Optimization exercise on an open flow, not production practice.
RTL: at most simulated, not proved equivalent.
Function not checked: runs 2 to 4.
Power: default activity.

===== design/flow/config.mk =====
export PLATFORM = sky130hd
export DESIGN_NAME = branch_unit_top
export DESIGN_NICKNAME = branch_unit_top
export VERILOG_FILES = /design/flow/design.v
export SDC_FILE = /design/flow/constraint.sdc
export NUM_CORES = 4
export LEC_CHECK = 0
export CAP_MARGIN = 20
export CORE_MARGIN = 2
export CORE_UTILIZATION = 40
export SETUP_SLACK_MARGIN = 2.3
export SLEW_MARGIN = 20

===== design/flow/constraint.sdc =====
create_clock -name core_clock -period 4.5 [get_ports {clk}]
set_input_delay 0.9000 -clock core_clock [delete_from_list [all_inputs] [get_ports {clk}]]
set_output_delay 0.9000 -clock core_clock [all_outputs]
set_load 0.01 [all_outputs]

===== design/flow/design.v =====
package bpu_pkg;
   typedef enum logic [1:0] {
      TGT_NONE   = 2'd0,
      TGT_CALL   = 2'd1,
      TGT_RETURN = 2'd2,
      TGT_IMM    = 2'd3
   } target_type_e;
   typedef enum logic [3:0] {
      CMP_NEVER  = 4'b0000,
      CMP_LTU    = 4'b0010,
      CMP_LT     = 4'b0011,
      CMP_EQ     = 4'b0100,
      CMP_NE     = 4'b1010,
      CMP_GEU    = 4'b1100,
      CMP_GE     = 4'b1101,
      CMP_ALWAYS = 4'b1110
   } cmp_op_e;
endpackage
module branch_unit_top (
   input  logic                          clk,
   input  logic                          reset_i,
   input  logic                          issue_valid_i,
   input  logic [31:0]                   pc_i,
   input  logic [31:0]                   target_i,
   input  bpu_pkg::target_type_e         target_type_i,
   input  bpu_pkg::cmp_op_e              cmp_type_i,
   input  logic [31:0]                   r0_i,
   input  logic [31:0]                   r1_i,
   output logic                          flush_o,
   output logic [31:0]                   redirect_pc_o,
   output logic                          taken_o,
   output logic                          resolve_valid_o,
   output logic [16-1:0] miss_count_o
);
   localparam int PHT_N = 1 << 6;
   localparam int HB    = 6;
   localparam int PB    = 3;
   logic [1:0]    pht_q [PHT_N];
   logic [HB-1:0] ghr_q;
   logic [31:0]   ras_q [8];
   logic [PB-1:0] ptr_q;
   logic [3:0]    cmp;
   logic [1:0]    tt;
   logic          is_call, is_ret, call_v, ret_v;
   logic [HB-1:0] idx0;
   logic [PB-1:0] top0;
   logic [31:0]   ras_top;
   logic [31:0]   a, b;
   logic [3:0]    lt0, eq0, tok0, cand0;
   logic          force0;
   logic [PB-1:0] rest0;
   logic [31:0]   pc_p4;
   assign cmp     = cmp_type_i;
   assign tt      = target_type_i;
   assign is_call = tt == bpu_pkg::TGT_CALL;
   assign is_ret  = tt == bpu_pkg::TGT_RETURN;
   assign call_v  = issue_valid_i && is_call;
   assign ret_v   = issue_valid_i && is_ret;
   assign force0  = is_call || is_ret || cmp == bpu_pkg::CMP_ALWAYS;
   assign idx0 = pc_i[2 +: HB] ^ ghr_q;
   always_comb begin
      for (int j = 0; j < 4; j++)
         cand0[j] = pht_q[{j[1:0], idx0[3:0]}][1];
   end
   assign top0    = ptr_q - 1'b1;
   assign ras_top = ras_q[top0];
   always_comb begin
      for (int k = 0; k < 4; k++)
         tok0[k] = !is_ret || ras_top[8*k +: 8] == target_i[8*k +: 8];
   end
   assign a = {r0_i[31] ^ cmp[0], r0_i[30:0]};
   assign b = {r1_i[31] ^ cmp[0], r1_i[30:0]};
   always_comb begin
      for (int k = 0; k < 4; k++) begin
         lt0[k] = b[8*k +: 8] < a[8*k +: 8];
         eq0[k] = b[8*k +: 8] == a[8*k +: 8];
      end
   end
   always_comb begin
      case (tt)
         bpu_pkg::TGT_CALL:   rest0 = ptr_q + 1'b1;
         bpu_pkg::TGT_RETURN: rest0 = top0;
         default:             rest0 = ptr_q;
      endcase
   end
   assign pc_p4 = pc_i + 32'd4;
   logic          va_q;
   logic [3:0]    lt_a_q, eq_a_q, tok_a_q, cand_a_q;
   logic          force_a_q;
   logic [3:1]    cmp_a_q;
   logic [31:0]   tgt_a_q, pcp4_a_q;
   logic [HB-1:0] idx_a_q;
   logic [HB-2:0] hist_a_q;
   logic [PB-1:0] rest_a_q;
   always_ff @(posedge clk) begin
      if (reset_i) va_q <= 1'b0;
      else         va_q <= issue_valid_i;
   end
   always_ff @(posedge clk) begin
      lt_a_q    <= lt0;
      eq_a_q    <= eq0;
      tok_a_q   <= tok0;
      cand_a_q  <= cand0;
      force_a_q <= force0;
      cmp_a_q   <= cmp[3:1];
      tgt_a_q   <= target_i;
      pcp4_a_q  <= pc_p4;
      idx_a_q   <= idx0;
      hist_a_q  <= ghr_q[HB-2:0];
      rest_a_q  <= rest0;
   end
   logic lt, eq, taken_a, pred_a, miss_a;
   assign lt = lt_a_q[3] | eq_a_q[3] & (lt_a_q[2] | eq_a_q[2] & (lt_a_q[1] | eq_a_q[1] & lt_a_q[0]));
   assign eq = &eq_a_q;
   assign taken_a = eq ? cmp_a_q[2] : (lt ? cmp_a_q[1] : cmp_a_q[3]);
   assign pred_a  = force_a_q || cand_a_q[idx_a_q[5:4]];
   assign miss_a  = taken_a ? !(pred_a && (&tok_a_q)) : pred_a;
   logic [HB-1:0] idx_b_q;
   logic [HB-2:0] hist_b_q;
   logic [PB-1:0] rest_b_q;
   logic [1:0]    cnt_b_q;
   logic [1:0]    cnt_rd, cnt_nx, cnt_d;
   always_ff @(posedge clk) begin
      if (reset_i) begin
         resolve_valid_o <= 1'b0;
         flush_o         <= 1'b0;
         miss_count_o    <= '0;
      end else begin
         resolve_valid_o <= va_q;
         flush_o         <= va_q && miss_a;
         if (va_q && miss_a && !(&miss_count_o))
            miss_count_o <= miss_count_o + 1'b1;
      end
   end
   assign cnt_rd = (resolve_valid_o && idx_b_q == idx_a_q) ? cnt_nx : pht_q[idx_a_q];
   always_ff @(posedge clk) begin
      taken_o       <= taken_a;
      redirect_pc_o <= taken_a ? tgt_a_q : pcp4_a_q;
      idx_b_q       <= idx_a_q;
      hist_b_q      <= hist_a_q;
      rest_b_q      <= rest_a_q;
      cnt_b_q       <= cnt_rd;
   end
   always_comb begin
      cnt_nx = cnt_b_q;
      if (taken_o && cnt_b_q != 2'b11)
         cnt_nx = cnt_b_q + 2'd1;
      else if (!taken_o && cnt_b_q != 2'b00)
         cnt_nx = cnt_b_q - 2'd1;
   end
   assign cnt_d = reset_i ? 2'b01 : cnt_nx;
   always_ff @(posedge clk) begin
      for (int i = 0; i < PHT_N; i++) begin
         if (reset_i || (resolve_valid_o && idx_b_q == i[HB-1:0]))
            pht_q[i] <= cnt_d;
      end
   end
   always_ff @(posedge clk) begin
      if (reset_i)
         ghr_q <= '0;
      else if (resolve_valid_o)
         ghr_q <= {flush_o ? hist_b_q : ghr_q[HB-2:0], taken_o};
   end
   always_ff @(posedge clk) begin
      if (reset_i)
         ptr_q <= '0;
      else if (resolve_valid_o && flush_o)
         ptr_q <= rest_b_q;
      else if (call_v)
         ptr_q <= ptr_q + 1'b1;
      else if (ret_v)
         ptr_q <= top0;
   end
   always_ff @(posedge clk) begin
      if (call_v)
         ras_q[ptr_q] <= pc_p4;
   end
endmodule

===== design/flow/run.sh =====
#!/bin/bash
# synth_recipe.tcl (not shown) runs the flow's synth.tcl, then flattens the netlist and writes it again
# the make line also repeats each setting of config.mk as NAME=value (left out here)
make -C /OpenROAD-flow-scripts/flow DESIGN_CONFIG=/design/flow/config.mk WORK_HOME=/design/flow/orfs CLKGATE_MAP_FILE= SYNTH_SCRIPT=/design/flow/synth_recipe.tcl finish

==> impl_metrics.py, run 1 <==
metrics = {
    "clock_tree": {
        "clock_latency_ns": 0.63,
        "cts_sinks": 559,
        "ctsHtreeMaxLevel": 2,
        "cts_hold_buf": 0,
        "numCtsBuffers": 59,
        "cts_root_buf": "clkbuf_16",
        "cts_tree": "yes",
        "clockBufferDepth": 3,
        "path_clk_slew_ns": 0.06,
    },
    "synthesis": {
        "synth_cells": 1595,
        "ys_async_sr_fraction": 0,
        "synth_top_area_frac": 0.500,
        "synth_flop_cell": "edfxtp_1",
        "syn_avg_cell_area_sq_um": 14.5,
        "seq_area_frac_synth": 0.652,
        "synth_seq_cells": 559,
        "synth-edff-count": 384,
        "ys_warn_count": 2,
        "yosysTopAreaCell": "edfxtp_1",
        "syn_nets": 1772,
        "synthTopCellsByArea": "edfxtp_1, dfxtp_1, mux4_2",
        "syn_area_sq_um": 23100,
        "synth_cell_types": 70,
    },
    "cells_and_area": {
        "final_common_cell": "edfxtp_1",
        "register_area_sq_um": 15100,
        "fill_cells": 4786,
        "area_delta_synth_final_pct": 27.8,
        "layout-drive-gt1-share": 0.242,
        "multi_input_area_sq_um": 8240,
        "final_cell_mix": "edfxtp_1, dfxtp_1, clkdlybuf4s50_1",
        "final_nets": 2052,
    },
    "timing": {
        "tightestPinTransition_ns": 1.24,
        "layout_setup_ws_ns": 2.27,
        "rsz0062_at_grt": "true",
        "fin_worst_skew_ns": 0.0444,
        "slew_viol_final": 0,
        "fmax_mhz": 449,
        "tns_ns": 0,
        "maxSlewHeadroom": 0.167,
        "setup_viol": 0,
        "finalHoldViolCount": 0,
        "min_period_ns": 2.23,
        "fin_crit_sh": 0.495,
    },
    "global_routing": {
        "grt_start_max_net_pins": 65,
        "grt_pass1_vias": 15168,
        "grt_overflow_total": 0,
        "grt_pass1_wl_um": 94900,
        "grt_use_total": 0.210,
        "antenna_found_initial": 2,
    },
    "critical_path": {
        "cp-end-kind": "flip-flop",
        "start_kind": "flip-flop",
        "cp_max_fo": 8,
        "cp_data_arrival_time_ns": 2.80,
        "critPathRequiredTime_ns": 5.07,
        "path_class": "reg2reg",
    },
    "die": {
        "num_io_pins": 188,
        "std_cell_rows": 88,
        "start_util": 0.402,
        "die_area_sq_um": 59600,
        "coreArea_sq_um": 57400,
        "fp.dieH_um": 244,
        "die_w_um": 244,
    },
    "drt": {
        "drc": 0,
        "ant_nets": 0,
        "route.vias.total": 14894,
        "routedWlPerCell_um": 23.7,
        "vias_per_cell": 5.54,
        "firstDrtPassIters": 5,
        "drtIter0Drc": 1251,
        "wirelength_um": 63900,
    },
    "pwr": {
        "ir_worst_vdd_mv": 0.350,
        "p_leak_nw": 10.7,
        "powerDensity_nw_per_um2": 452,
    },
    "place": {
        "dpl.hpwl_um": 41200,
        "port_buffers": 187,
        "pre_cts_ws_ns": 1.03,
        "place_congestion": 0.966,
    },
    "job": {
        "drv_cap": 0,
    },
    "worst_hold_path": {
        "worst_hold_path_type": "reg2reg",
    },
    "outcome": {
        "status": "timing/DRC/antenna clean",
    },
}
## per-stage QoR
| stage | hold slack, ns | power (mW) | instances | cell area (sq um) | util |
|---|---|---|---|---|---|
| finish | 0.325 | 13.3 | 2690 | 29500 | 0.514 |
| global route | 0.331 | 13.8 | 2690 | 29500 | 0.514 |
| CTS | 0.326 | 13.3 | 2668 | 29100 | 0.507 |
| detailed placement | 0.312 | 8.10 | 2502 | 26100 | 0.455 |
| global placement | 0.311 | 8.09 | 2501 | 26100 | 0.455 |
| floorplan | 0.310 | 7.33 | 1595 | 23400 | - |
## state kept, by name, indices dropped and copies added, names as in the netlist, 4 cells and up
name / cells
cand_a_q: 4
eq_a_q: 4
ghr_q: 6
hist_a_q: 5
hist_b_q: 5
idx_a_q: 6
idx_b_q: 6
lt_a_q: 4
miss_count_o: 16
pcp4_a_q: 32
pht_q: 128
ras_q: 256
redirect_pc_o: 32
tgt_a_q: 32
tok_a_q: 4
## per-layer routing
layer,part of all wire,global-route usage
met3,0.056,0.0307
met2,0.50,0.362
met4,0.034,0.0800
met1,0.41,0.268
met5,0,0
## layout make-up
| type | count | area share |
|---|---|---|
| clock inverters | 36 | 0.0143 |
| flip-flops and latches | 559 | 0.512 |
| inverters | 52 | 0.00764 |
| multi-input cells | 910 | 0.279 |
| well taps | 765 | 0.0325 |
| clock buffers | 74 | 0.0555 |
| diodes | 1 | 0.0000849 |
| repair buffers | 293 | 0.0985 |
## worst paths after layout
path / startpoint / to / slack (ns) / cells after the start
max reg2reg: ptr_q[0] / tok_a_q[2] / 2.27 / 10
max: ptr_q[0] / tok_a_q[2] / 2.27 / 10
min: rest_a_q[2] / rest_b_q[2] / 0.32 / 0
min reg2reg: rest_a_q[2] / rest_b_q[2] / 0.32 / 0
## power by group
part / switching [mW] / total, mW / leakage, nW / internal, mW
logic: 1.09 / 1.98 / 4.62 / 0.898
clock network: 2.02 / 5.06 / 1.02 / 3.04
registers: 0.266 / 6.27 / 5.02 / 6.00
total: 3.38 / 13.3 / 10.7 / 9.94
## cell usage after synthesis, drive strengths merged, types with 5 or more instances
| cell | n |
|---|---|
| clkbuf | 49 |
| o21ai | 32 |
| a22oi | 10 |
| nand3 | 36 |
| a31oi | 20 |
| or4 | 5 |
| nand2b | 15 |
| xor2 | 82 |
| dfxtp | 175 |
| xnor2 | 30 |
| nand2 | 73 |
| buf | 28 |
| a22o | 7 |
| mux2 | 46 |
| o21bai | 20 |
| o31ai | 10 |
| a32oi | 6 |
| nor2 | 69 |
| edfxtp | 384 |
| and2 | 7 |
| nor3 | 23 |
| ha | 40 |
| nor2b | 23 |
| nand4 | 25 |
| mux4 | 70 |
| a21oi | 39 |
| nor4 | 28 |
| or2 | 7 |
| mux2i | 27 |
| a21o | 53 |
| nand3b | 7 |
| nor3b | 5 |
| a221oi | 5 |
| inv | 50 |
| a211oi | 14 |
| a41oi | 6 |
| and3 | 15 |
## timing repair
action                     4_1_cts  5_1_grt
gates resized for setup        202       78
buffers inserted                51       18
pin swaps                       23       18
gates cloned                     5        3
setup endpoints to repair      616      314
## cells by family after synthesis
family,Yosys count,share of synthesized area
XOR/XNOR,112,0.0432
AO/OA/AOI/OAI,257,0.0778
flip-flops,559,0.652
AND/OR/NAND/NOR,355,0.0805
multiplexers,143,0.103
adder cells (fa/ha/maj),40,0.0217
buffers and inverters,129,0.0226
## worst max-delay path, cell delays in order, from the launching register on
cell	delay, ns
dfxtp_4	0.38
inv_4	0.04
ha_4	0.37
buf_6	0.17
buf_16	0.15
buf_6	0.10
mux4_2	0.33
xor2_2	0.17
nor4_1	0.28
a21oi_1	0.10
nor2_1	0.10
==> inputs of run 2 (changes only) <==
--- a/design/flow/design.v
+++ b/design/flow/design.v
@@ -38,15 +38,15 @@
    logic [1:0]    pht_q [PHT_N];
    logic [HB-1:0] ghr_q;
    logic [31:0]   ras_q [8];
-   logic [PB-1:0] ptr_q;
+   logic [PB-1:0] top_q;           
    logic [3:0]    cmp;
    logic [1:0]    tt;
    logic          is_call, is_ret, call_v, ret_v;
    logic [HB-1:0] idx0;
-   logic [PB-1:0] top0;
    logic [31:0]   ras_top;
    logic [31:0]   a, b;
-   logic [3:0]    lt0, eq0, tok0, cand0;
+   logic [3:0]    lt0, eq0, cand0;
+   logic [7:0]    tok0;
    logic          force0;
    logic [PB-1:0] rest0;
    logic [31:0]   pc_p4;
@@ -62,11 +62,10 @@
       for (int j = 0; j < 4; j++)
          cand0[j] = pht_q[{j[1:0], idx0[3:0]}][1];
    end
-   assign top0    = ptr_q - 1'b1;
-   assign ras_top = ras_q[top0];
+   assign ras_top = ras_q[top_q];
    always_comb begin
-      for (int k = 0; k < 4; k++)
-         tok0[k] = !is_ret || ras_top[8*k +: 8] == target_i[8*k +: 8];
+      for (int k = 0; k < 8; k++)
+         tok0[k] = !is_ret || ras_top[4*k +: 4] == target_i[4*k +: 4];
    end
    assign a = {r0_i[31] ^ cmp[0], r0_i[30:0]};
    assign b = {r1_i[31] ^ cmp[0], r1_i[30:0]};
@@ -78,14 +77,15 @@
    end
    always_comb begin
       case (tt)
-         bpu_pkg::TGT_CALL:   rest0 = ptr_q + 1'b1;
-         bpu_pkg::TGT_RETURN: rest0 = top0;
-         default:             rest0 = ptr_q;
+         bpu_pkg::TGT_CALL:   rest0 = top_q + 1'b1;
+         bpu_pkg::TGT_RETURN: rest0 = top_q - 1'b1;
+         default:             rest0 = top_q;
       endcase
    end
    assign pc_p4 = pc_i + 32'd4;
    logic          va_q;
-   logic [3:0]    lt_a_q, eq_a_q, tok_a_q, cand_a_q;
+   logic [3:0]    lt_a_q, eq_a_q, cand_a_q;
+   logic [7:0]    tok_a_q;
    logic          force_a_q;
    logic [3:1]    cmp_a_q;
    logic [31:0]   tgt_a_q, pcp4_a_q;
@@ -115,11 +115,13 @@
    assign taken_a = eq ? cmp_a_q[2] : (lt ? cmp_a_q[1] : cmp_a_q[3]);
    assign pred_a  = force_a_q || cand_a_q[idx_a_q[5:4]];
    assign miss_a  = taken_a ? !(pred_a && (&tok_a_q)) : pred_a;
-   logic [HB-1:0] idx_b_q;
+   logic [3:0]    sel0_b_q, sel1_b_q, sel2_b_q;
    logic [HB-2:0] hist_b_q;
    logic [PB-1:0] rest_b_q;
    logic [1:0]    cnt_b_q;
    logic [1:0]    cnt_rd, cnt_nx, cnt_d;
+   logic [3:0]    dec0_a, dec1_a, dec2_a;
+   logic          same_idx;
    always_ff @(posedge clk) begin
       if (reset_i) begin
          resolve_valid_o <= 1'b0;
@@ -132,11 +134,24 @@
             miss_count_o <= miss_count_o + 1'b1;
       end
    end
-   assign cnt_rd = (resolve_valid_o && idx_b_q == idx_a_q) ? cnt_nx : pht_q[idx_a_q];
+   always_comb begin
+      dec0_a = '0;
+      dec1_a = '0;
+      dec2_a = '0;
+      dec0_a[idx_a_q[1:0]] = 1'b1;
+      dec1_a[idx_a_q[3:2]] = 1'b1;
+      dec2_a[idx_a_q[5:4]] = 1'b1;
+   end
+   assign same_idx = |(sel0_b_q & dec0_a) && |(sel1_b_q & dec1_a) && |(sel2_b_q & dec2_a);
+   assign cnt_rd   = same_idx ? cnt_nx : pht_q[idx_a_q];
+   always_ff @(posedge clk) begin
+      sel0_b_q <= (va_q && !reset_i) ? dec0_a : 4'b0000;
+      sel1_b_q <= dec1_a;
+      sel2_b_q <= dec2_a;
+   end
    always_ff @(posedge clk) begin
       taken_o       <= taken_a;
       redirect_pc_o <= taken_a ? tgt_a_q : pcp4_a_q;
-      idx_b_q       <= idx_a_q;
       hist_b_q      <= hist_a_q;
       rest_b_q      <= rest_a_q;
       cnt_b_q       <= cnt_rd;
@@ -151,7 +166,7 @@
    assign cnt_d = reset_i ? 2'b01 : cnt_nx;
    always_ff @(posedge clk) begin
       for (int i = 0; i < PHT_N; i++) begin
-         if (reset_i || (resolve_valid_o && idx_b_q == i[HB-1:0]))
+         if (reset_i || (sel0_b_q[i % 4] && sel1_b_q[(i / 4) % 4] && sel2_b_q[i / 16]))
             pht_q[i] <= cnt_d;
       end
    end
@@ -163,16 +178,16 @@
    end
    always_ff @(posedge clk) begin
       if (reset_i)
-         ptr_q <= '0;
+         top_q <= '1;
       else if (resolve_valid_o && flush_o)
-         ptr_q <= rest_b_q;
+         top_q <= rest_b_q;
       else if (call_v)
-         ptr_q <= ptr_q + 1'b1;
+         top_q <= top_q + 1'b1;
       else if (ret_v)
-         ptr_q <= top0;
+         top_q <= top_q - 1'b1;
    end
    always_ff @(posedge clk) begin
       if (call_v)
-         ras_q[ptr_q] <= pc_p4;
+         ras_q[top_q + 1'b1] <= pc_p4;
    end
 endmodule
--- a/design/flow/config.mk
+++ b/design/flow/config.mk
@@ -8,5 +8,5 @@
 export CAP_MARGIN = 20
 export CORE_MARGIN = 2
 export CORE_UTILIZATION = 40
-export SETUP_SLACK_MARGIN = 2.3
+export SETUP_SLACK_MARGIN = 2.5
 export SLEW_MARGIN = 20
==> impl_metrics.py, run 2 <==
metrics = {
    "outcome": {
        "status": "timing/DRC/antenna clean",
    },
    "synthesis": {
        "yosysTopAreaCell": "edfxtp_1",
        "ys_warn_count": 2,
        "synth_cell_types": 77,
        "yosys-top-cells-count": "edfxtp_1, dfxtp_1, mux4_2, nand2_1, a31o_2",
        "synth-edff-count": 384,
        "synthTopCellsByArea": "edfxtp_1, dfxtp_1, mux4_2",
        "yosysMostFrequentCell": "edfxtp_1",
        "ys_async_sr_fraction": 0,
        "syn_area_sq_um": 23300,
        "syn_avg_cell_area_sq_um": 14.7,
        "synth_flop_cell": "edfxtp_1",
        "synth_top_area_frac": 0.495,
        "seq_area_frac_synth": 0.656,
        "synth_cells": 1588,
        "syn_nets": 1765,
        "synth_seq_cells": 572,
    },
    "pwr": {
        "p_leak_nw": 11.7,
        "ir_worst_vdd_mv": 0.342,
        "powerDensity_nw_per_um2": 426,
    },
    "cells_and_area": {
        "final_common_cell": "edfxtp_1",
        "largestRegisters": "ras_q x256, pht_q x128",
        "largest_register_ffs": 256,
        "multi_input_area_sq_um": 8870,
        "top_register": "ras_q",
        "fin_util": 0.547,
        "fill_cells": 4681,
        "layout-drive-gt1-share": 0.383,
        "final_cell_mix": "edfxtp_1, dfxtp_1, buf_4",
        "diodes": 0,
        "register_area_sq_um": 15400,
        "area_delta_synth_final_pct": 35.3,
        "final_nets": 2126,
    },
    "timing": {
        "setup_viol": 0,
        "rsz0062_at_grt": "true",
        "fmax_mhz": 438,
        "tightestPinTransition_ns": 0.912,
        "fin_crit_sh": 0.507,
        "min_period_ns": 2.28,
        "tns_ns": 0,
        "maxSlewHeadroom": 0.388,
        "fin_worst_skew_ns": 0.0209,
        "slew_viol_final": 0,
        "finalHoldViolCount": 0,
    },
    "critical_path": {
        "cp_max_fo": 7,
        "path_class": "reg2reg",
        "cp-end-kind": "flip-flop",
        "critPathRequiredTime_ns": 5.00,
        "cp_data_arrival_time_ns": 2.78,
        "start_kind": "flip-flop",
    },
    "die": {
        "start_util": 0.404,
        "std_cell_rows": 88,
        "die_w_um": 245,
        "fp.dieH_um": 245,
        "num_io_pins": 188,
        "die_area_sq_um": 60200,
        "coreArea_sq_um": 57700,
    },
    "clock_tree": {
        "clockBufferDepth": 3,
        "cts_tree": "yes",
        "path_clk_slew_ns": 0.06,
        "numCtsBuffers": 58,
        "cts_hold_buf": 0,
        "cts_sinks": 572,
        "clock_latency_ns": 0.63,
        "cts_root_buf": "clkbuf_16",
        "ctsHtreeMaxLevel": 2,
    },
    "drt": {
        "ant_nets": 0,
        "routedWlPerCell_um": 26.4,
        "firstDrtPassIters": 7,
        "drc": 0,
        "drtIter0Drc": 1673,
        "vias_per_cell": 5.70,
        "route.vias.total": 15752,
        "wirelength_um": 72900,
    },
    "place": {
        "port_buffers": 187,
        "place_congestion": 1.01,
        "dpl.hpwl_um": 42600,
    },
    "global_routing": {
        "grt_overflow_total": 0,
        "grt_pass1_wl_um": 103000,
        "grt_use_total": 0.232,
        "antenna_found_initial": 0,
        "grt_pass1_vias": 15763,
        "grt_start_max_net_pins": 65,
    },
    "worst_hold_path": {
        "worst_hold_path_type": "reg2reg",
    },
    "job": {
        "drv_cap": 0,
    },
}
==> run 2: worst paths after layout <==
check,startpoint,endpoint,slack (ns),depth (start not counted)
worst max-delay path,idx_a_q[1],cnt_b_q[1],2.22,7
worst min-delay path,hist_a_q[2],hist_b_q[2],0.32,0
worst max register to register,idx_a_q[1],cnt_b_q[1],2.22,7
worst min register to register,hist_a_q[2],hist_b_q[2],0.32,0
==> run 2: final cells by class <==
cell class	instances	share of cell area
flip-flops and latches	572	0.488
clock buffers	85	0.0528
multi-input cells	868	0.281
inverters	58	0.00872
repair inverters	3	0.00242
repair buffers	388	0.130
well taps	765	0.0303
clock inverters	25	0.00575
==> run 2: per-stage QoR <==
step	worst slack [ns]	hold WS, ns	total power [mW]	instance area (sq um)	cells
after floorplan	1.70	0.310	7.50	24000	1588
after global placement	0.816	0.311	8.30	26600	2477
after detailed placement	0.792	0.312	8.31	26600	2477
after CTS	2.25	0.322	13.3	30400	2719
after global routing	2.22	0.325	13.9	31600	2764
final	2.22	0.323	13.4	31600	2764
==> run 2: critical path: stages, from the launching register on <==
cell and delay, ns:
dfxtp_4 0.41, buf_6 0.15, nor2b_4 0.15, a22o_1 0.23, a32oi_1 0.22, a311oi_2 0.16, or4_4 0.54, o31a_1 0.29
==> run 2: repair_timing <==
action,CTS,global route
gates resized for setup,527,145
setup buffers,117,31
endpoints found under the hold margin,0,0
pin swaps,50,45
endpoints found under the setup margin,629,345
cloned,15,14
==> run 2: per-layer routing <==
layer  wire length, um  vias up  GRT usage
li1                  -     6898          -
met1             30500     7978      0.316
met2             34700      733      0.379
met3              5440      143     0.0409
met4              2280        0     0.0727
met5                 0        -          0
==> run 2: where the power goes <==
group          internal [mW]  total [mW]  switching [mW]
clock                   2.63        4.67            2.04
combinational           1.03        2.26            1.23
sequential              6.20        6.51           0.313
==> run 2: cell families after synthesis <==
kind of cell / Yosys count / share of synthesized area
flops: 572 / 0.656
simple gates: 309 / 0.0698
compound gates: 268 / 0.0846
mux: 169 / 0.112
buf+inv: 157 / 0.0281
xor+xnor: 73 / 0.0277
fa+ha+maj: 40 / 0.0215
==> inputs of run 3 (changes only) <==
--- a/design/flow/config.mk
+++ b/design/flow/config.mk
@@ -8,5 +8,7 @@
 export CAP_MARGIN = 20
 export CORE_MARGIN = 2
 export CORE_UTILIZATION = 40
+export CTS_BUF_LIST = sky130_fd_sc_hd__clkbuf_8
+export CTS_CLUSTER_SIZE = 30
 export SETUP_SLACK_MARGIN = 2.5
 export SLEW_MARGIN = 20
==> impl_metrics.py, run 3 <==
metrics = {
    "synthesis": {
        "synth_cells": 1588,
        "synth_cell_types": 77,
        "ys_async_sr_fraction": 0,
        "syn_nets": 1765,
        "syn_avg_cell_area_sq_um": 14.7,
        "synth_seq_cells": 572,
        "ys_warn_count": 2,
        "seq_area_frac_synth": 0.656,
        "synth_flop_cell": "edfxtp_1",
        "yosysTopAreaCell": "edfxtp_1",
        "synth-edff-count": 384,
        "synthTopCellsByArea": "edfxtp_1, dfxtp_1, mux4_2",
        "yosysMostFrequentCell": "edfxtp_1",
        "syn_area_sq_um": 23300,
        "synth_top_area_frac": 0.495,
        "yosys-top-cells-count": "edfxtp_1, dfxtp_1, mux4_2, nand2_1, a31o_2",
    },
    "drt": {
        "drtIter0Drc": 1602,
        "drc": 0,
        "firstDrtPassIters": 5,
        "wirelength_um": 71500,
        "vias_per_cell": 5.59,
        "ant_nets": 0,
        "routedWlPerCell_um": 25.3,
        "route.vias.total": 15782,
    },
    "die": {
        "die_w_um": 245,
        "coreArea_sq_um": 57700,
        "num_io_pins": 188,
        "start_util": 0.404,
        "fp.dieH_um": 245,
        "std_cell_rows": 88,
        "die_area_sq_um": 60200,
    },
    "worst_hold_path": {
        "worst_hold_path_type": "reg2reg",
    },
    "global_routing": {
        "grt_overflow_total": 0,
        "grt_pass1_vias": 16063,
        "grt_start_max_net_pins": 65,
        "grt_pass1_wl_um": 103000,
        "grt_use_total": 0.232,
        "antenna_found_initial": 2,
    },
    "pwr": {
        "p_leak_nw": 11.7,
        "ir_worst_vdd_mv": 0.205,
        "powerDensity_nw_per_um2": 429,
    },
    "clock_tree": {
        "numCtsBuffers": 95,
        "clockBufferDepth": 3,
        "cts_root_buf": "clkbuf_8",
        "ctsHtreeMaxLevel": 3,
        "cts_hold_buf": 0,
        "cts_tree": "yes",
        "cts_sinks": 572,
        "path_clk_slew_ns": 0.06,
        "clock_latency_ns": 0.69,
    },
    "cells_and_area": {
        "final_common_cell": "edfxtp_1",
        "final_nets": 2152,
        "fill_cells": 4760,
        "largestRegisters": "ras_q x256, pht_q x128",
        "final_cell_mix": "edfxtp_1, dfxtp_1, buf_4",
        "top_register": "ras_q",
        "layout-drive-gt1-share": 0.387,
        "largest_register_ffs": 256,
        "area_delta_synth_final_pct": 34.3,
    },
    "place": {
        "port_buffers": 187,
        "place_congestion": 1.01,
        "dpl.hpwl_um": 42600,
        "pre_cts_ws_ns": 0.792,
    },
    "outcome": {
        "status": "timing/DRC/antenna clean",
    },
    "critical_path": {
        "cp_data_arrival_time_ns": 2.80,
        "cp-end-kind": "flip-flop",
        "path_cells": "mux4_2, nand3_2, a21bo_2, a311oi_2, a41oi_2",
        "cp_max_fo": 17,
        "max_stage_delay_ns": 0.60,
        "slowest_stage": "mux4_2",
        "critPathRequiredTime_ns": 5.00,
        "path_class": "reg2reg",
        "start_kind": "flip-flop",
    },
    "timing": {
        "fin_crit_sh": 0.512,
        "tns_ns": 0,
        "min_period_ns": 2.30,
        "slew_viol_final": 0,
        "setup_viol": 0,
        "finalHoldViolCount": 0,
        "tightestPinTransition_ns": 0.883,
        "layout_setup_ws_ns": 2.20,
        "fmax_mhz": 434,
        "fin_worst_skew_ns": 0.0246,
        "maxSlewHeadroom": 0.407,
        "rsz0062_at_grt": "true",
    },
    "job": {
        "drv_cap": 0,
    },
}
==> run 3: cell counts after synthesis <==
No cell type changed its count.
==> run 3: metrics by stage <==
step	cell area, sq um	total power [mW]	instances	util	hold slack (ns)
6_report	31300	13.4	2824	0.543	0.327
3_5_place_dp	26600	8.31	2477	0.460	0.312
5_1_grt	31300	13.9	2824	0.543	0.329
2_1_floorplan	24000	7.50	1588	-	0.310
3_3_place_gp	26600	8.30	2477	0.460	0.311
4_1_cts	30300	13.3	2787	0.526	0.326
==> run 3: what timing repair did <==
action,4_1_cts,5_1_grt
pin swaps,49,34
resized for setup,479,162
setup endpoints to repair,627,451
setup buffers,119,31
cloned,11,5
==> run 3: path summary, 6_finish.rpt <==
path | from | endpoint | slack, ns | depth (start not counted)
hold reg to reg | hist_a_q[0] | hist_b_q[0] | 0.33 | 0
setup reg to reg | sel2_b_q[3] | cnt_b_q[0] | 2.20 | 5
setup / recovery | sel2_b_q[3] | cnt_b_q[0] | 2.20 | 5
hold / removal | hist_a_q[0] | hist_b_q[0] | 0.33 | 0
==> run 3: area by class of cell <==
class                      instances  area (sq um)  area share
inverter                          58           275     0.00879
clock buffer                     113          1560      0.0497
antenna                            1          2.50   0.0000799
multi-input combinational        864          8660       0.277
clock inverter                    67           433      0.0138
tap                              765           957      0.0306
timing repair buffer             382          3970       0.127
timing repair inverter             2          36.3     0.00116
sequential                       572         15400       0.492
==> run 3: cells by family after synthesis <==
family          Yosys count  synth area share
compound gates          268            0.0846
xor+xnor                 73            0.0277
fa+ha+maj                40            0.0215
buf+inv                 157            0.0281
flops                   572             0.656
mux                     169             0.112
simple gates            309            0.0698
==> run 3: critical path: cells and delay by family (launching register included) <==
family	cells	cell delay, ns
AOI/OAI and AO/OA	3	0.75
and+or+nand+nor	1	0.18
muxes	1	0.60
DFF	1	0.59
==> run 3: metal layers <==
layer	GRT usage	part of all wire	up-vias	wire length (um)
met5	0	0	-	0
met3	0.0420	0.075	153	5340
met2	0.374	0.47	736	33800
li1	-	-	6951	-
met4	0.0879	0.034	0	2430
met1	0.312	0.42	7942	29900
==> run 3: where the power goes <==
group / internal (mW) / switching (mW) / total [mW]
clock: 2.58 / 2.11 / 4.69
combinational: 1.01 / 1.20 / 2.22
sequential: 6.20 / 0.314 / 6.52
total: 9.80 / 3.62 / 13.4
==> inputs of run 4 (changes only) <==
--- a/design/flow/design.v
+++ b/design/flow/design.v
@@ -45,7 +45,7 @@
    logic [HB-1:0] idx0;
    logic [31:0]   ras_top;
    logic [31:0]   a, b;
-   logic [3:0]    lt0, eq0, cand0;
+   logic [3:0]    res0, eq0, cand0;
    logic [7:0]    tok0;
    logic          force0;
    logic [PB-1:0] rest0;
@@ -71,8 +71,8 @@
    assign b = {r1_i[31] ^ cmp[0], r1_i[30:0]};
    always_comb begin
       for (int k = 0; k < 4; k++) begin
-         lt0[k] = b[8*k +: 8] < a[8*k +: 8];
-         eq0[k] = b[8*k +: 8] == a[8*k +: 8];
+         res0[k] = (b[8*k +: 8] < a[8*k +: 8]) ? cmp[1] : cmp[3];
+         eq0[k]  = b[8*k +: 8] == a[8*k +: 8];
       end
    end
    always_comb begin
@@ -84,10 +84,9 @@
    end
    assign pc_p4 = pc_i + 32'd4;
    logic          va_q;
-   logic [3:0]    lt_a_q, eq_a_q, cand_a_q;
+   logic [3:0]    res_a_q, eq_a_q, cand_a_q;
    logic [7:0]    tok_a_q;
-   logic          force_a_q;
-   logic [3:1]    cmp_a_q;
+   logic          force_a_q, eqres_a_q;
    logic [31:0]   tgt_a_q, pcp4_a_q;
    logic [HB-1:0] idx_a_q;
    logic [HB-2:0] hist_a_q;
@@ -97,31 +96,36 @@
       else         va_q <= issue_valid_i;
    end
    always_ff @(posedge clk) begin
-      lt_a_q    <= lt0;
+      res_a_q   <= res0;
       eq_a_q    <= eq0;
+      eqres_a_q <= cmp[2];
       tok_a_q   <= tok0;
       cand_a_q  <= cand0;
       force_a_q <= force0;
-      cmp_a_q   <= cmp[3:1];
       tgt_a_q   <= target_i;
       pcp4_a_q  <= pc_p4;
       idx_a_q   <= idx0;
       hist_a_q  <= ghr_q[HB-2:0];
       rest_a_q  <= rest0;
    end
-   logic lt, eq, taken_a, pred_a, miss_a;
-   assign lt = lt_a_q[3] | eq_a_q[3] & (lt_a_q[2] | eq_a_q[2] & (lt_a_q[1] | eq_a_q[1] & lt_a_q[0]));
-   assign eq = &eq_a_q;
-   assign taken_a = eq ? cmp_a_q[2] : (lt ? cmp_a_q[1] : cmp_a_q[3]);
-   assign pred_a  = force_a_q || cand_a_q[idx_a_q[5:4]];
-   assign miss_a  = taken_a ? !(pred_a && (&tok_a_q)) : pred_a;
+   logic taken_a, pred_a, miss_a;
+   always_comb begin
+      if (!eq_a_q[3])      taken_a = res_a_q[3];
+      else if (!eq_a_q[2]) taken_a = res_a_q[2];
+      else if (!eq_a_q[1]) taken_a = res_a_q[1];
+      else if (!eq_a_q[0]) taken_a = res_a_q[0];
+      else                 taken_a = eqres_a_q;
+   end
+   assign pred_a = force_a_q || cand_a_q[idx_a_q[5:4]];
+   assign miss_a = taken_a ? !(pred_a && (&tok_a_q)) : pred_a;
    logic [3:0]    sel0_b_q, sel1_b_q, sel2_b_q;
    logic [HB-2:0] hist_b_q;
    logic [PB-1:0] rest_b_q;
-   logic [1:0]    cnt_b_q;
-   logic [1:0]    cnt_rd, cnt_nx, cnt_d;
+   logic [3:0][1:0] cnt_b_q;
+   logic [3:0][1:0] cnt_rd;
+   logic [1:0]    cnt_b, cnt_nx, cnt_d;
    logic [3:0]    dec0_a, dec1_a, dec2_a;
-   logic          same_idx;
+   logic          same_lo;
    always_ff @(posedge clk) begin
       if (reset_i) begin
          resolve_valid_o <= 1'b0;
@@ -142,8 +146,11 @@
       dec1_a[idx_a_q[3:2]] = 1'b1;
       dec2_a[idx_a_q[5:4]] = 1'b1;
    end
-   assign same_idx = |(sel0_b_q & dec0_a) && |(sel1_b_q & dec1_a) && |(sel2_b_q & dec2_a);
-   assign cnt_rd   = same_idx ? cnt_nx : pht_q[idx_a_q];
+   assign same_lo = |(sel0_b_q & dec0_a) && |(sel1_b_q & dec1_a);
+   always_comb begin
+      for (int j = 0; j < 4; j++)
+         cnt_rd[j] = (same_lo && sel2_b_q[j]) ? cnt_nx : pht_q[{j[1:0], idx_a_q[3:0]}];
+   end
    always_ff @(posedge clk) begin
       sel0_b_q <= (va_q && !reset_i) ? dec0_a : 4'b0000;
       sel1_b_q <= dec1_a;
@@ -157,11 +164,16 @@
       cnt_b_q       <= cnt_rd;
    end
    always_comb begin
-      cnt_nx = cnt_b_q;
-      if (taken_o && cnt_b_q != 2'b11)
-         cnt_nx = cnt_b_q + 2'd1;
-      else if (!taken_o && cnt_b_q != 2'b00)
-         cnt_nx = cnt_b_q - 2'd1;
+      cnt_b = 2'b00;
+      for (int j = 0; j < 4; j++)
+         cnt_b = cnt_b | (sel2_b_q[j] ? cnt_b_q[j] : 2'b00);
+   end
+   always_comb begin
+      cnt_nx = cnt_b;
+      if (taken_o && cnt_b != 2'b11)
+         cnt_nx = cnt_b + 2'd1;
+      else if (!taken_o && cnt_b != 2'b00)
+         cnt_nx = cnt_b - 2'd1;
    end
    assign cnt_d = reset_i ? 2'b01 : cnt_nx;
    always_ff @(posedge clk) begin
--- a/design/flow/config.mk
+++ b/design/flow/config.mk
@@ -8,7 +8,5 @@
 export CAP_MARGIN = 20
 export CORE_MARGIN = 2
 export CORE_UTILIZATION = 40
-export CTS_BUF_LIST = sky130_fd_sc_hd__clkbuf_8
-export CTS_CLUSTER_SIZE = 30
-export SETUP_SLACK_MARGIN = 2.5
+export SETUP_SLACK_MARGIN = 2.3
 export SLEW_MARGIN = 20
==> impl_metrics.py, run 4 <==
metrics = {
    "global_routing": {
        "grt_overflow_total": 0,
        "grt_start_max_net_pins": 53,
        "grt_pass1_wl_um": 94400,
        "grt_use_total": 0.206,
        "antenna_found_initial": 0,
        "grt_pass1_vias": 15644,
    },
    "synthesis": {
        "synthTopCellsByArea": "edfxtp_1, dfxtp_1, mux2i_1",
        "yosys-top-cells-count": "edfxtp_1, dfxtp_1, nand2_1, mux2i_1",
        "syn_avg_cell_area_sq_um": 13.6,
        "yosysMostFrequentCell": "edfxtp_1",
        "yosysTopAreaCell": "edfxtp_1",
        "synth_top_area_frac": 0.490,
        "synth_flop_cell": "edfxtp_1",
        "syn_area_sq_um": 23500,
        "synth_cells": 1737,
        "syn_nets": 1914,
        "synth_cell_types": 69,
        "ys_warn_count": 2,
        "synth_seq_cells": 576,
        "synth-edff-count": 384,
        "seq_area_frac_synth": 0.653,
        "ys_async_sr_fraction": 0,
    },
    "drt": {
        "routedWlPerCell_um": 22.8,
        "route.vias.total": 15443,
        "firstDrtPassIters": 5,
        "vias_per_cell": 5.54,
        "drtIter0Drc": 1231,
        "wirelength_um": 63700,
        "drc": 0,
        "ant_nets": 0,
    },
    "timing": {
        "fin_crit_sh": 0.503,
        "maxSlewHeadroom": 0.338,
        "whs_ns": 0.328,
        "min_period_ns": 2.26,
        "finalHoldViolCount": 0,
        "tns_ns": 0,
        "fin_worst_skew_ns": 0.0477,
        "tightestPinTransition_ns": 0.992,
        "rsz0062_at_grt": "true",
        "layout_setup_ws_ns": 2.24,
        "fmax_mhz": 442,
        "slew_viol_final": 0,
        "setup_viol": 0,
    },
    "clock_tree": {
        "path_clk_slew_ns": 0.06,
        "cts_hold_buf": 0,
        "cts_sinks": 576,
        "cts_tree": "yes",
        "clockBufferDepth": 3,
        "numCtsBuffers": 56,
        "cts_root_buf": "clkbuf_16",
        "ctsHtreeMaxLevel": 2,
        "clock_latency_ns": 0.64,
    },
    "critical_path": {
        "worst_r2r_path_depth": 11,
        "cp-end-kind": "flip-flop",
        "start_kind": "flip-flop",
        "endpoint": "pht_q[6][1]",
        "cp_max_fo": 8,
        "path_class": "reg2reg",
        "r2r-start": "sel2_b_q[2]",
        "cp_data_arrival_time_ns": 2.73,
        "r2r-end": "pht_q[6][1]",
        "ff2ff_setup_slack_ns": 2.24,
        "critPathRequiredTime_ns": 4.97,
        "crit_start": "sel2_b_q[2]",
    },
    "die": {
        "coreArea_sq_um": 57900,
        "start_util": 0.406,
        "fp.dieH_um": 247,
        "num_io_pins": 188,
        "die_w_um": 247,
        "die_area_sq_um": 60800,
        "std_cell_rows": 88,
    },
    "place": {
        "dp_cells": 2620,
        "port_buffers": 187,
        "pre_cts_ws_ns": 1.04,
        "dpl.hpwl_um": 38500,
        "place_congestion": 0.896,
    },
    "cells_and_area": {
        "largestRegisters": "ras_q x256, pht_q x128",
        "largest_register_ffs": 256,
        "fin_util": 0.513,
        "final_common_cell": "edfxtp_1",
        "layout-drive-gt1-share": 0.227,
        "fin_cells": 2788,
        "final_nets": 2151,
        "final_cell_mix": "edfxtp_1, dfxtp_1, nand2_1",
        "top_register": "ras_q",
        "area_delta_synth_final_pct": 26.3,
    },
    "job": {
        "drv_cap": 0,
    },
    "pwr": {
        "ir_worst_vdd_mv": 0.312,
        "powerDensity_nw_per_um2": 459,
        "p_leak_nw": 11.2,
    },
    "worst_hold_path": {
        "worst_hold_path_type": "reg2reg",
    },
    "outcome": {
        "status": "timing/DRC/antenna clean",
    },
}
run 4: routing by layer:
| layer | up-vias | wire length (um) | global-route usage |
|---|---|---|---|
| met3 | 125 | 4160 | 0.0312 |
| met1 | 7718 | 26300 | 0.270 |
| li1 | 7019 | - | - |
| met5 | - | 0 | 0 |
| met2 | 581 | 31200 | 0.346 |
| met4 | 0 | 2050 | 0.0746 |
run 4: worst min path at each step:
stage,endpoint,start,slack [ns],cells after the start
6_report,rest_b_q[2],rest_a_q[2],0.33,0
5_1_grt,rest_b_q[2],rest_a_q[2],0.34,0
4_1_cts,rest_b_q[2],rest_a_q[2],0.33,0
3_5_place_dp,hist_b_q[4],hist_a_q[4],0.31,0
3_3_place_gp,hist_b_q[4],hist_a_q[4],0.31,0
2_1_floorplan,hist_b_q[0],hist_a_q[0],0.31,0
run 4: per-stage QoR:
step                      power, mW  instance area (sq um)
after floorplan                7.66                  23900
after global placement         8.45                  26500
after CTS                      13.6                  29200
after detailed placement       8.47                  26500
after global routing           14.1                  29700
final                          13.6                  29700
run 4: what timing repair did:
item                       CTS  global route
gates resized for setup    208            93
buffers inserted            22            25
cloned                       9             5
pin swaps                   14            19
setup endpoints to repair  732           524
run 4: cell families (layout without fill, tap and decap cells):
kind of cell | after synthesis | in the layout | synth area share
other | 0 | 1 | 0
adders and majority gates | 40 | 40 | 0.0213
DFF | 576 | 576 | 0.653
AOI/OAI and AO/OA | 304 | 304 | 0.0929
and+or+nand+nor | 430 | 434 | 0.0905
buffers and inverters | 164 | 442 | 0.0290
muxes | 150 | 150 | 0.0844
xor gates and xnor gates | 73 | 76 | 0.0288
run 4: layout make-up:
type                    instances  area [sq um]
repair buffers                277          2850
flip-flops and latches        576         15400
clock inverters                26           325
well taps                     765           957
clock buffers                  80          1630
multi-input cells            1004          8280
fillers                      4991         28200
diodes                          1          2.50
repair inverters                2          10.0
inverters                      57           239
run 4: power breakdown:
group	total, mW	internal, mW	switching [mW]
registers	6.57	6.29	0.283
logic	2.18	0.947	1.23
clock network	4.89	2.87	2.02
total	13.6	10.1	3.54
run 4: worst max-delay path, stage by stage (launching register included):
cell and delay [ns]:
dfxtp_2 0.32, buf_12 0.12, a22oi_2 0.20, nand2_2 0.10
inv_2 0.07, ha_4 0.19, nor3b_2 0.15, or3_4 0.41
nor2_4 0.13, buf_12 0.13, buf_8 0.13, clkbuf_16 0.16
==> inputs of run 5 (changes only) <==
--- a/design/flow/design.v
+++ b/design/flow/design.v
@@ -45,7 +45,7 @@
    logic [HB-1:0] idx0;
    logic [31:0]   ras_top;
    logic [31:0]   a, b;
-   logic [3:0]    res0, eq0, cand0;
+   logic          lt, eq, taken0, pred0;
    logic [7:0]    tok0;
    logic          force0;
    logic [PB-1:0] rest0;
@@ -57,24 +57,18 @@
    assign call_v  = issue_valid_i && is_call;
    assign ret_v   = issue_valid_i && is_ret;
    assign force0  = is_call || is_ret || cmp == bpu_pkg::CMP_ALWAYS;
-   assign idx0 = pc_i[2 +: HB] ^ ghr_q;
-   always_comb begin
-      for (int j = 0; j < 4; j++)
-         cand0[j] = pht_q[{j[1:0], idx0[3:0]}][1];
-   end
+   assign idx0  = pc_i[2 +: HB] ^ ghr_q;
+   assign pred0 = force0 || pht_q[idx0][1];
    assign ras_top = ras_q[top_q];
    always_comb begin
       for (int k = 0; k < 8; k++)
          tok0[k] = !is_ret || ras_top[4*k +: 4] == target_i[4*k +: 4];
    end
-   assign a = {r0_i[31] ^ cmp[0], r0_i[30:0]};
-   assign b = {r1_i[31] ^ cmp[0], r1_i[30:0]};
-   always_comb begin
-      for (int k = 0; k < 4; k++) begin
-         res0[k] = (b[8*k +: 8] < a[8*k +: 8]) ? cmp[1] : cmp[3];
-         eq0[k]  = b[8*k +: 8] == a[8*k +: 8];
-      end
-   end
+   assign a  = {r0_i[31] ^ cmp[0], r0_i[30:0]};
+   assign b  = {r1_i[31] ^ cmp[0], r1_i[30:0]};
+   assign lt = b < a;
+   assign eq = b == a;
+   assign taken0 = eq ? cmp[2] : (lt ? cmp[1] : cmp[3]);
    always_comb begin
       case (tt)
          bpu_pkg::TGT_CALL:   rest0 = top_q + 1'b1;
@@ -84,9 +78,8 @@
    end
    assign pc_p4 = pc_i + 32'd4;
    logic          va_q;
-   logic [3:0]    res_a_q, eq_a_q, cand_a_q;
+   logic          taken_a, pred_a_q;
    logic [7:0]    tok_a_q;
-   logic          force_a_q, eqres_a_q;
    logic [31:0]   tgt_a_q, pcp4_a_q;
    logic [HB-1:0] idx_a_q;
    logic [HB-2:0] hist_a_q;
@@ -96,28 +89,17 @@
       else         va_q <= issue_valid_i;
    end
    always_ff @(posedge clk) begin
-      res_a_q   <= res0;
-      eq_a_q    <= eq0;
-      eqres_a_q <= cmp[2];
+      taken_a   <= taken0;
+      pred_a_q  <= pred0;
       tok_a_q   <= tok0;
-      cand_a_q  <= cand0;
-      force_a_q <= force0;
       tgt_a_q   <= target_i;
       pcp4_a_q  <= pc_p4;
       idx_a_q   <= idx0;
       hist_a_q  <= ghr_q[HB-2:0];
       rest_a_q  <= rest0;
    end
-   logic taken_a, pred_a, miss_a;
-   always_comb begin
-      if (!eq_a_q[3])      taken_a = res_a_q[3];
-      else if (!eq_a_q[2]) taken_a = res_a_q[2];
-      else if (!eq_a_q[1]) taken_a = res_a_q[1];
-      else if (!eq_a_q[0]) taken_a = res_a_q[0];
-      else                 taken_a = eqres_a_q;
-   end
-   assign pred_a = force_a_q || cand_a_q[idx_a_q[5:4]];
-   assign miss_a = taken_a ? !(pred_a && (&tok_a_q)) : pred_a;
+   logic miss_a;
+   assign miss_a = taken_a ? !(pred_a_q && (&tok_a_q)) : pred_a_q;
    logic [3:0]    sel0_b_q, sel1_b_q, sel2_b_q;
    logic [HB-2:0] hist_b_q;
    logic [PB-1:0] rest_b_q;
==> design/flow/flow/run.sh (new file) <==
#!/bin/bash
set -euo pipefail
export CTS_ARGS="-sink_clustering_enable -repair_clock_nets -dont_use_dummy_load -buf_list sky130_fd_sc_hd__clkbuf_8 -sink_clustering_size 16 -sink_clustering_max_diameter 60"
export BUFFER_PORTS_ARGS="-buffer_cell sky130_fd_sc_hd__buf_2"
bash standard.sh > flow.log 2>&1
==> design/flow/standard.sh (new file) <==
#!/bin/bash
# synth_recipe.tcl (not shown) runs the flow's synth.tcl, then flattens the netlist and writes it again
# the make line also repeats each setting of config.mk as NAME=value (left out here)
make -C /OpenROAD-flow-scripts/flow DESIGN_CONFIG=/design/flow/config.mk WORK_HOME=/design/flow/orfs CLKGATE_MAP_FILE= SYNTH_SCRIPT=/design/flow/synth_recipe.tcl "${@:-finish}"
removed: design/flow/run.sh
==> impl_metrics.py, run 5 <==
metrics = {
    "outcome": {
        "status": "timing/DRC/antenna clean",
    },
    "critical_path": {
        "start_kind": "flip-flop",
        "cp_max_fo": 8,
        "ff2ff_setup_slack_ns": 2.24,
        "critPathRequiredTime_ns": 4.95,
        "cp_data_arrival_time_ns": 2.71,
        "r2r-start": "sel2_b_q[2]",
        "cp-end-kind": "flip-flop",
        "path_class": "reg2reg",
        "worst_r2r_path_depth": 12,
        "r2r-end": "pht_q[27][1]",
    },
    "cells_and_area": {
        "fin_util": 0.482,
        "largestRegisters": "ras_q x256, pht_q x128",
        "top_register": "ras_q",
        "layout-drive-gt1-share": 0.375,
        "final_common_cell": "edfxtp_1",
        "multi_input_area_sq_um": 8350,
        "area_delta_synth_final_pct": 19.7,
        "final_cell_mix": "edfxtp_1, buf_2, dfxtp_1",
        "largest_register_ffs": 256,
        "fill_cells": 4948,
        "finish.instance_area_sq_um": 27600,
        "register_area_sq_um": 15200,
        "final_nets": 1992,
    },
    "global_routing": {
        "grt_start_max_net_pins": 98,
        "grt_pass1_vias": 14543,
        "grt_util_met1": 0.269,
        "grt_overflow_total": 0,
        "antenna_found_initial": 3,
        "grt_use_met3": 0.0370,
        "grt_use_total": 0.208,
        "use_met2": 0.355,
        "grt_pass1_wl_um": 92800,
        "grt.busiest_layer": "met2",
    },
    "synthesis": {
        "yosys-top-cells-count": "edfxtp_1, dfxtp_1, mux4_2, clkbuf_1, xnor2_1",
        "seq_area_frac_synth": 0.656,
        "synth_flop_cell": "edfxtp_1",
        "syn_avg_cell_area_sq_um": 14.8,
        "ys_async_sr_fraction": 0,
        "synth_seq_cells": 564,
        "syn_nets": 1741,
        "synth_cell_types": 70,
        "synth_cells": 1564,
        "synth_top_area_frac": 0.499,
        "yosysMostFrequentCell": "edfxtp_1",
        "synth-edff-count": 384,
        "synthTopCellsByArea": "edfxtp_1, dfxtp_1, mux4_2",
        "yosysTopAreaCell": "edfxtp_1",
        "ys_warn_count": 2,
        "syn_area_sq_um": 23100,
    },
    "timing": {
        "fin_worst_skew_ns": 0.0942,
        "min_period_ns": 2.26,
        "slew_viol_final": 0,
        "tightestPinTransition_ns": 1.00,
        "setup_viol": 0,
        "fmax_mhz": 443,
        "whs_ns": 0.292,
        "fin_crit_sh": 0.502,
        "tns_ns": 0,
        "maxSlewHeadroom": 0.325,
        "finalHoldViolCount": 0,
        "rsz0062_at_grt": "true",
    },
    "place": {
        "dpl.hpwl_um": 38700,
        "port_buffers": 187,
        "place_congestion": 0.867,
        "placed_cell_area_sq_um": 25600,
    },
    "pwr": {
        "powerDensity_nw_per_um2": 413,
        "ir_worst_vdd_mv": 0.216,
        "p_leak_nw": 10.1,
        "total_power_mw": 11.4,
    },
    "drt": {
        "firstDrtPassIters": 7,
        "drtIter0Drc": 1131,
        "route.vias.total": 14488,
        "routedWlPerCell_um": 24.5,
        "drc": 0,
        "wirelength_um": 63100,
        "ant_nets": 0,
        "vias_per_cell": 5.62,
    },
    "die": {
        "die_w_um": 244,
        "coreArea_sq_um": 57400,
        "num_io_pins": 188,
        "start_util": 0.402,
        "std_cell_rows": 88,
        "die_area_sq_um": 59700,
        "fp.dieH_um": 244,
    },
    "worst_hold_path": {
        "worst_hold_path_type": "reg2reg",
        "worstHoldEndpoint": "hist_b_q[0]",
        "hold_depth": 0,
        "holdCritStartpoint": "hist_a_q[0]",
    },
    "clock_tree": {
        "numCtsBuffers": 46,
        "ctsHtreeMaxLevel": 2,
        "clock_latency_ns": 0.67,
        "cts_tree": "yes",
        "clockBufferDepth": 3,
        "cts_sinks": 564,
        "cts_root_buf": "clkbuf_8",
        "path_clk_slew_ns": 0.10,
        "cts_hold_buf": 0,
    },
    "job": {
        "drv_cap": 0,
    },
}
-- run 5: changes by cell type in the layout (fill, tap and decap cells not counted), sizes merged, moves of 26 or more --
cell and delta:
mux2 +26, xor2 -36, dlygate4sd2 -38, buf +207, a221oi -34, mux4 +37, clkdlybuf4s50 -109, clkbuf -49
nand2 -85, xnor2 +45, nor2b -41, mux2i -36
-- run 5: cell families after synthesis --
family | synth area share
flip-flops | 0.656
AO/OA/AOI/OAI | 0.0850
AND/OR/NAND/NOR | 0.0578
multiplexers | 0.120
buffers and inverters | 0.0272
XOR/XNOR | 0.0332
adder cells (fa/ha/maj) | 0.0217
-- run 5: per-layer routing --
layer,part of all wire,up-vias
met1,0.41,7367
li1,-,6474
met4,0.032,2
met5,0.00019,-
met2,0.50,527
met3,0.062,118
-- run 5: final cells by class --
type	count	area share
antenna	2	0.000181
clock buffer	46	0.0229
inverter	61	0.00965
multi-input combinational	845	0.302
sequential	564	0.550
tap	765	0.0346
timing repair buffer	297	0.0805
-- run 5: how the worst max path moves through the flow --
stage / from / end / slack, ns / cells after the start
floorplan: target_type_i[1] / ras_q[1][0] / 1.70 / 5
global placement: pc_i[2] / pred_a_q / 1.26 / 7
detailed placement: pc_i[2] / pred_a_q / 1.18 / 7
CTS: sel2_b_q[2] / pht_q[23][1] / 2.28 / 12
global route: sel2_b_q[2] / pht_q[27][1] / 2.17 / 12
finish: sel2_b_q[2] / pht_q[27][1] / 2.24 / 12
-- run 5: critical path: stages, from the launching register on --
cell	delay (ns)
dfxtp_2	0.34
buf_12	0.12
a22oi_2	0.21
nand2_2	0.10
buf_6	0.13
ha_4	0.15
nand2_2	0.07
a21oi_2	0.05
or3_4	0.40
nor2_4	0.16
buf_12	0.14
buf_6	0.10
buf_12	0.12
-- run 5: power breakdown --
part / internal [mW] / switching [mW] / leakage (nW)
logic: 1.11 / 1.29 / 4.76
registers: 6.18 / 0.337 / 5.03
clock network: 0.914 / 1.57 / 0.331
-- run 5: per-stage QoR --
| stage | setup slack [ns] | std cells |
|---|---|---|
| after floorplan | 1.70 | 1564 |
| after CTS | 2.28 | 2557 |
| after detailed placement | 1.18 | 2452 |
| after global placement | 1.26 | 2452 |
| final | 2.24 | 2580 |
| after global routing | 2.17 | 2580 |
-- run 5: timing repair --
action	4_1_cts	5_1_grt
setup endpoints to repair	535	286
cloned	8	3
resized for setup	103	58
setup buffers	51	18
endpoints found under the hold margin	0	0
pin swaps	10	22
==> inputs of run 6 (changes only) <==
--- a/design/flow/design.v
+++ b/design/flow/design.v
@@ -38,7 +38,8 @@
    logic [1:0]    pht_q [PHT_N];
    logic [HB-1:0] ghr_q;
    logic [31:0]   ras_q [8];
-   logic [PB-1:0] top_q;           
+   localparam int RD = 8;
+   logic [RD-1:0] top_q;           
    logic [3:0]    cmp;
    logic [1:0]    tt;
    logic          is_call, is_ret, call_v, ret_v;
@@ -49,6 +50,7 @@
    logic [7:0]    tok0;
    logic          force0;
    logic [PB-1:0] rest0;
+   logic [RD-1:0] rest0_oh;
    logic [31:0]   pc_p4;
    assign cmp     = cmp_type_i;
    assign tt      = target_type_i;
@@ -59,7 +61,11 @@
    assign force0  = is_call || is_ret || cmp == bpu_pkg::CMP_ALWAYS;
    assign idx0  = pc_i[2 +: HB] ^ ghr_q;
    assign pred0 = force0 || pht_q[idx0][1];
-   assign ras_top = ras_q[top_q];
+   always_comb begin
+      ras_top = '0;
+      for (int j = 0; j < RD; j++)
+         ras_top = ras_top | (top_q[j] ? ras_q[j] : 32'd0);
+   end
    always_comb begin
       for (int k = 0; k < 8; k++)
          tok0[k] = !is_ret || ras_top[4*k +: 4] == target_i[4*k +: 4];
@@ -71,10 +77,13 @@
    assign taken0 = eq ? cmp[2] : (lt ? cmp[1] : cmp[3]);
    always_comb begin
       case (tt)
-         bpu_pkg::TGT_CALL:   rest0 = top_q + 1'b1;
-         bpu_pkg::TGT_RETURN: rest0 = top_q - 1'b1;
-         default:             rest0 = top_q;
+         bpu_pkg::TGT_CALL:   rest0_oh = {top_q[RD-2:0], top_q[RD-1]};
+         bpu_pkg::TGT_RETURN: rest0_oh = {top_q[0], top_q[RD-1:1]};
+         default:             rest0_oh = top_q;
       endcase
+      rest0 = '0;
+      for (int j = 0; j < RD; j++)
+         rest0 = rest0 | (rest0_oh[j] ? j[PB-1:0] : '0);
    end
    assign pc_p4 = pc_i + 32'd4;
    logic          va_q;
@@ -104,8 +113,8 @@
    logic [HB-2:0] hist_b_q;
    logic [PB-1:0] rest_b_q;
    logic [3:0][1:0] cnt_b_q;
-   logic [3:0][1:0] cnt_rd;
-   logic [1:0]    cnt_b, cnt_nx, cnt_d;
+   logic [3:0][1:0] cnt_rd, cnt_st;
+   logic [1:0]    cnt_nx, cnt_d;
    logic [3:0]    dec0_a, dec1_a, dec2_a;
    logic          same_lo;
    always_ff @(posedge clk) begin
@@ -129,9 +138,15 @@
       dec2_a[idx_a_q[5:4]] = 1'b1;
    end
    assign same_lo = |(sel0_b_q & dec0_a) && |(sel1_b_q & dec1_a);
+   function automatic logic [1:0] step(input logic [1:0] c, input logic up);
+      step[1] = (c[1] & c[0]) | (up & (c[1] | c[0]));
+      step[0] = (c[1] & !c[0]) | (up & (c[1] | !c[0]));
+   endfunction
    always_comb begin
-      for (int j = 0; j < 4; j++)
-         cnt_rd[j] = (same_lo && sel2_b_q[j]) ? cnt_nx : pht_q[{j[1:0], idx_a_q[3:0]}];
+      for (int j = 0; j < 4; j++) begin
+         cnt_rd[j] = pht_q[{j[1:0], idx_a_q[3:0]}];
+         cnt_st[j] = (same_lo && sel2_b_q[j]) ? step(cnt_nx, taken_a) : step(cnt_rd[j], taken_a);
+      end
    end
    always_ff @(posedge clk) begin
       sel0_b_q <= (va_q && !reset_i) ? dec0_a : 4'b0000;
@@ -143,19 +158,12 @@
       redirect_pc_o <= taken_a ? tgt_a_q : pcp4_a_q;
       hist_b_q      <= hist_a_q;
       rest_b_q      <= rest_a_q;
-      cnt_b_q       <= cnt_rd;
+      cnt_b_q       <= cnt_st;
    end
    always_comb begin
-      cnt_b = 2'b00;
+      cnt_nx = 2'b00;
       for (int j = 0; j < 4; j++)
-         cnt_b = cnt_b | (sel2_b_q[j] ? cnt_b_q[j] : 2'b00);
-   end
-   always_comb begin
-      cnt_nx = cnt_b;
-      if (taken_o && cnt_b != 2'b11)
-         cnt_nx = cnt_b + 2'd1;
-      else if (!taken_o && cnt_b != 2'b00)
-         cnt_nx = cnt_b - 2'd1;
+         cnt_nx = cnt_nx | (sel2_b_q[j] ? cnt_b_q[j] : 2'b00);
    end
    assign cnt_d = reset_i ? 2'b01 : cnt_nx;
    always_ff @(posedge clk) begin
@@ -171,17 +179,21 @@
          ghr_q <= {flush_o ? hist_b_q : ghr_q[HB-2:0], taken_o};
    end
    always_ff @(posedge clk) begin
-      if (reset_i)
-         top_q <= '1;
-      else if (resolve_valid_o && flush_o)
-         top_q <= rest_b_q;
-      else if (call_v)
-         top_q <= top_q + 1'b1;
-      else if (ret_v)
-         top_q <= top_q - 1'b1;
+      if (reset_i) begin
+         top_q <= '0;
+         top_q[RD-1] <= 1'b1;
+      end else if (flush_o) begin  
+         top_q <= '0;
+         top_q[rest_b_q] <= 1'b1;
+      end else if (call_v) begin
+         top_q <= {top_q[RD-2:0], top_q[RD-1]};
+      end else if (ret_v) begin
+         top_q <= {top_q[0], top_q[RD-1:1]};
+      end
    end
    always_ff @(posedge clk) begin
-      if (call_v)
-         ras_q[top_q + 1'b1] <= pc_p4;
+      for (int j = 0; j < RD; j++)
+         if (call_v && top_q[(j + RD - 1) % RD])
+            ras_q[j] <= pc_p4;
    end
 endmodule
==> impl_metrics.py, run 6 <==
metrics = {
    "drt": {
        "route.vias.total": 15703,
        "wirelength_um": 67100,
        "ant_nets": 0,
        "drc": 0,
        "vias_per_cell": 5.87,
        "firstDrtPassIters": 5,
        "routedWlPerCell_um": 25.1,
        "drtIter0Drc": 1355,
    },
    "synthesis": {
        "synth-edff-count": 384,
        "ys_warn_count": 3,
        "synth_seq_cells": 566,
        "seq_area_frac_synth": 0.663,
        "synth_flop_cell": "edfxtp_1",
        "synth_cells": 1700,
        "syn_nets": 1876,
        "yosys-top-cells-count": "edfxtp_1, dfxtp_1, a22oi_1, nand2_1, nor2_1",
        "yosysTopAreaCell": "edfxtp_1",
        "synth_cell_types": 71,
        "synth_top_area_frac": 0.504,
        "ys_async_sr_fraction": 0,
        "yosysMostFrequentCell": "edfxtp_1",
        "syn_avg_cell_area_sq_um": 13.5,
        "synthTopCellsByArea": "edfxtp_1, dfxtp_1, a22oi_1",
        "syn_area_sq_um": 22900,
    },
    "place": {
        "place_congestion": 0.921,
        "dpl.hpwl_um": 41100,
        "pre_cts_ws_ns": 1.24,
        "port_buffers": 187,
    },
    "cells_and_area": {
        "fin_util": 0.470,
        "largestRegisters": "ras_q x256, pht_q x128",
        "final_nets": 2098,
        "largest_register_ffs": 256,
        "final_common_cell": "edfxtp_1",
        "layout-drive-gt1-share": 0.298,
        "final_cell_mix": "edfxtp_1, buf_2, dfxtp_1",
        "top_register": "ras_q",
        "area_delta_synth_final_pct": 16.0,
        "fill_cells": 4967,
    },
    "worst_hold_path": {
        "worst_hold_path_type": "reg2reg",
    },
    "global_routing": {
        "grt_overflow_total": 0,
        "antenna_found_initial": 2,
        "grt_pass1_vias": 15663,
        "grt_start_max_net_pins": 65,
        "grt_use_total": 0.218,
        "grt_pass1_wl_um": 98000,
    },
    "timing": {
        "fmax_mhz": 449,
        "min_period_ns": 2.23,
        "slew_viol_final": 0,
        "maxSlewHeadroom": 0.383,
        "finalHoldViolCount": 0,
        "rsz0062_at_grt": "true",
        "setup_viol": 0,
        "tightestPinTransition_ns": 0.919,
        "whs_ns": 0.329,
        "layout_setup_ws_ns": 2.27,
        "fin_worst_skew_ns": 0.0904,
        "tns_ns": 0,
        "fin_crit_sh": 0.495,
    },
    "clock_tree": {
        "clockBufferDepth": 3,
        "cts_tree": "yes",
        "clock_latency_ns": 0.68,
        "path_clk_slew_ns": 0.07,
        "cts_hold_buf": 0,
        "cts_root_buf": "clkbuf_8",
        "numCtsBuffers": 45,
        "cts_sinks": 566,
        "ctsHtreeMaxLevel": 2,
    },
    "critical_path": {
        "path_cells": "buf_4, xnor2_4, buf_4, nor2_2, nand3_2, a21oi_1, or4_1, nor3_1, nand4b_1",
        "cp-end-kind": "flip-flop",
        "path_common_cell": "buf_4",
        "path_class": "in2reg",
        "max_stage_delay_ns": 0.51,
        "crit_start": "pc_i[7]",
        "r2r-end": "cnt_b_q[1]",
        "critPathRequiredTime_ns": 4.96,
        "endpoint": "pred_a_q",
        "worst_r2r_path_depth": 7,
        "cp_data_arrival_time_ns": 2.69,
        "slowest_stage": "or4_1",
        "start_kind": "input pin",
        "r2r-start": "idx_a_q[3]",
        "cp_max_fo": 16,
        "ff2ff_setup_slack_ns": 2.30,
    },
    "die": {
        "die_w_um": 243,
        "num_io_pins": 188,
        "die_area_sq_um": 59200,
        "std_cell_rows": 87,
        "start_util": 0.405,
        "fp.dieH_um": 243,
        "coreArea_sq_um": 56500,
    },
    "pwr": {
        "total_power_mw": 10.4,
        "p_leak_nw": 9.54,
        "ir_worst_vdd_mv": 0.300,
        "powerDensity_nw_per_um2": 393,
    },
    "job": {
        "drv_cap": 0,
    },
    "outcome": {
        "status": "timing/DRC/antenna clean",
    },
}
## run 6: how the worst min path moves through the flow
stage	start	cells past startpoint	end
after detailed placement	hist_a_q[2]	0	hist_b_q[2]
after CTS	target_i[14]	1	tgt_a_q[14]
final	rest_a_q[2]	0	rest_b_q[2]
after global placement	hist_a_q[2]	0	hist_b_q[2]
after global routing	target_i[2]	1	tgt_a_q[2]
after floorplan	hist_a_q[0]	0	hist_b_q[0]
## run 6: report_power, final
group          internal, mW  switching (mW)
Clock                 0.896            1.57
Sequential             5.99           0.308
Combinational         0.685           0.973
Total                  7.57            2.85
## run 6: cell families (layout without fill, tap and decap cells)
| logic type | Yosys count | count (layout) | share of synthesized area |
|---|---|---|---|
| compound gates | 417 | 417 | 0.138 |
| xor+xnor | 84 | 85 | 0.0339 |
| fa+ha+maj | 40 | 40 | 0.0218 |
| buf+inv | 164 | 379 | 0.0296 |
| flops | 566 | 566 | 0.663 |
| mux | 70 | 70 | 0.0362 |
| other cells | 0 | 1 | 0 |
| simple gates | 359 | 363 | 0.0779 |
## run 6: critical path: cells and delay by family
family	cells	cell delay, ns
AND/OR/NAND/NOR	5	1.06
buffers and inverters	2	0.44
XOR/XNOR	1	0.24
AO/OA/AOI/OAI	1	0.04
## run 6: through the flow
step	std cells	instance area (sq um)
after floorplan	1700	23300
after global placement	2561	24900
after detailed placement	2561	24900
after CTS	2647	26100
after global routing	2677	26600
final	2677	26600
## run 6: area by class of cell
type                            count  area [sq um]  area share
Sequential cell                   566         15200       0.573
Multi-Input combinational cell    975          7680       0.289
Timing Repair Buffer              283          1880      0.0706
Tap cell                          756           946      0.0356
Clock buffer                       45           619      0.0233
Inverter                           50           213     0.00801
Timing Repair inverter              1          5.00    0.000188
Antenna cell                        1          2.50   0.0000942
## run 6: repair_timing
| item | CTS | global route |
|---|---|---|
| setup endpoints to repair | 337 | 143 |
| cloned | 3 | 7 |
| pin swaps | 16 | 27 |
| hold endpoints to repair | 0 | 0 |
| buffers inserted | 38 | 22 |
| resized for setup | 70 | 42 |
## run 6: metal layers
layer,track usage,part of all wire
met4,0.0868,0.042
met5,0,0.00018
met2,0.363,0.48
met1,0.286,0.41
met3,0.0356,0.069
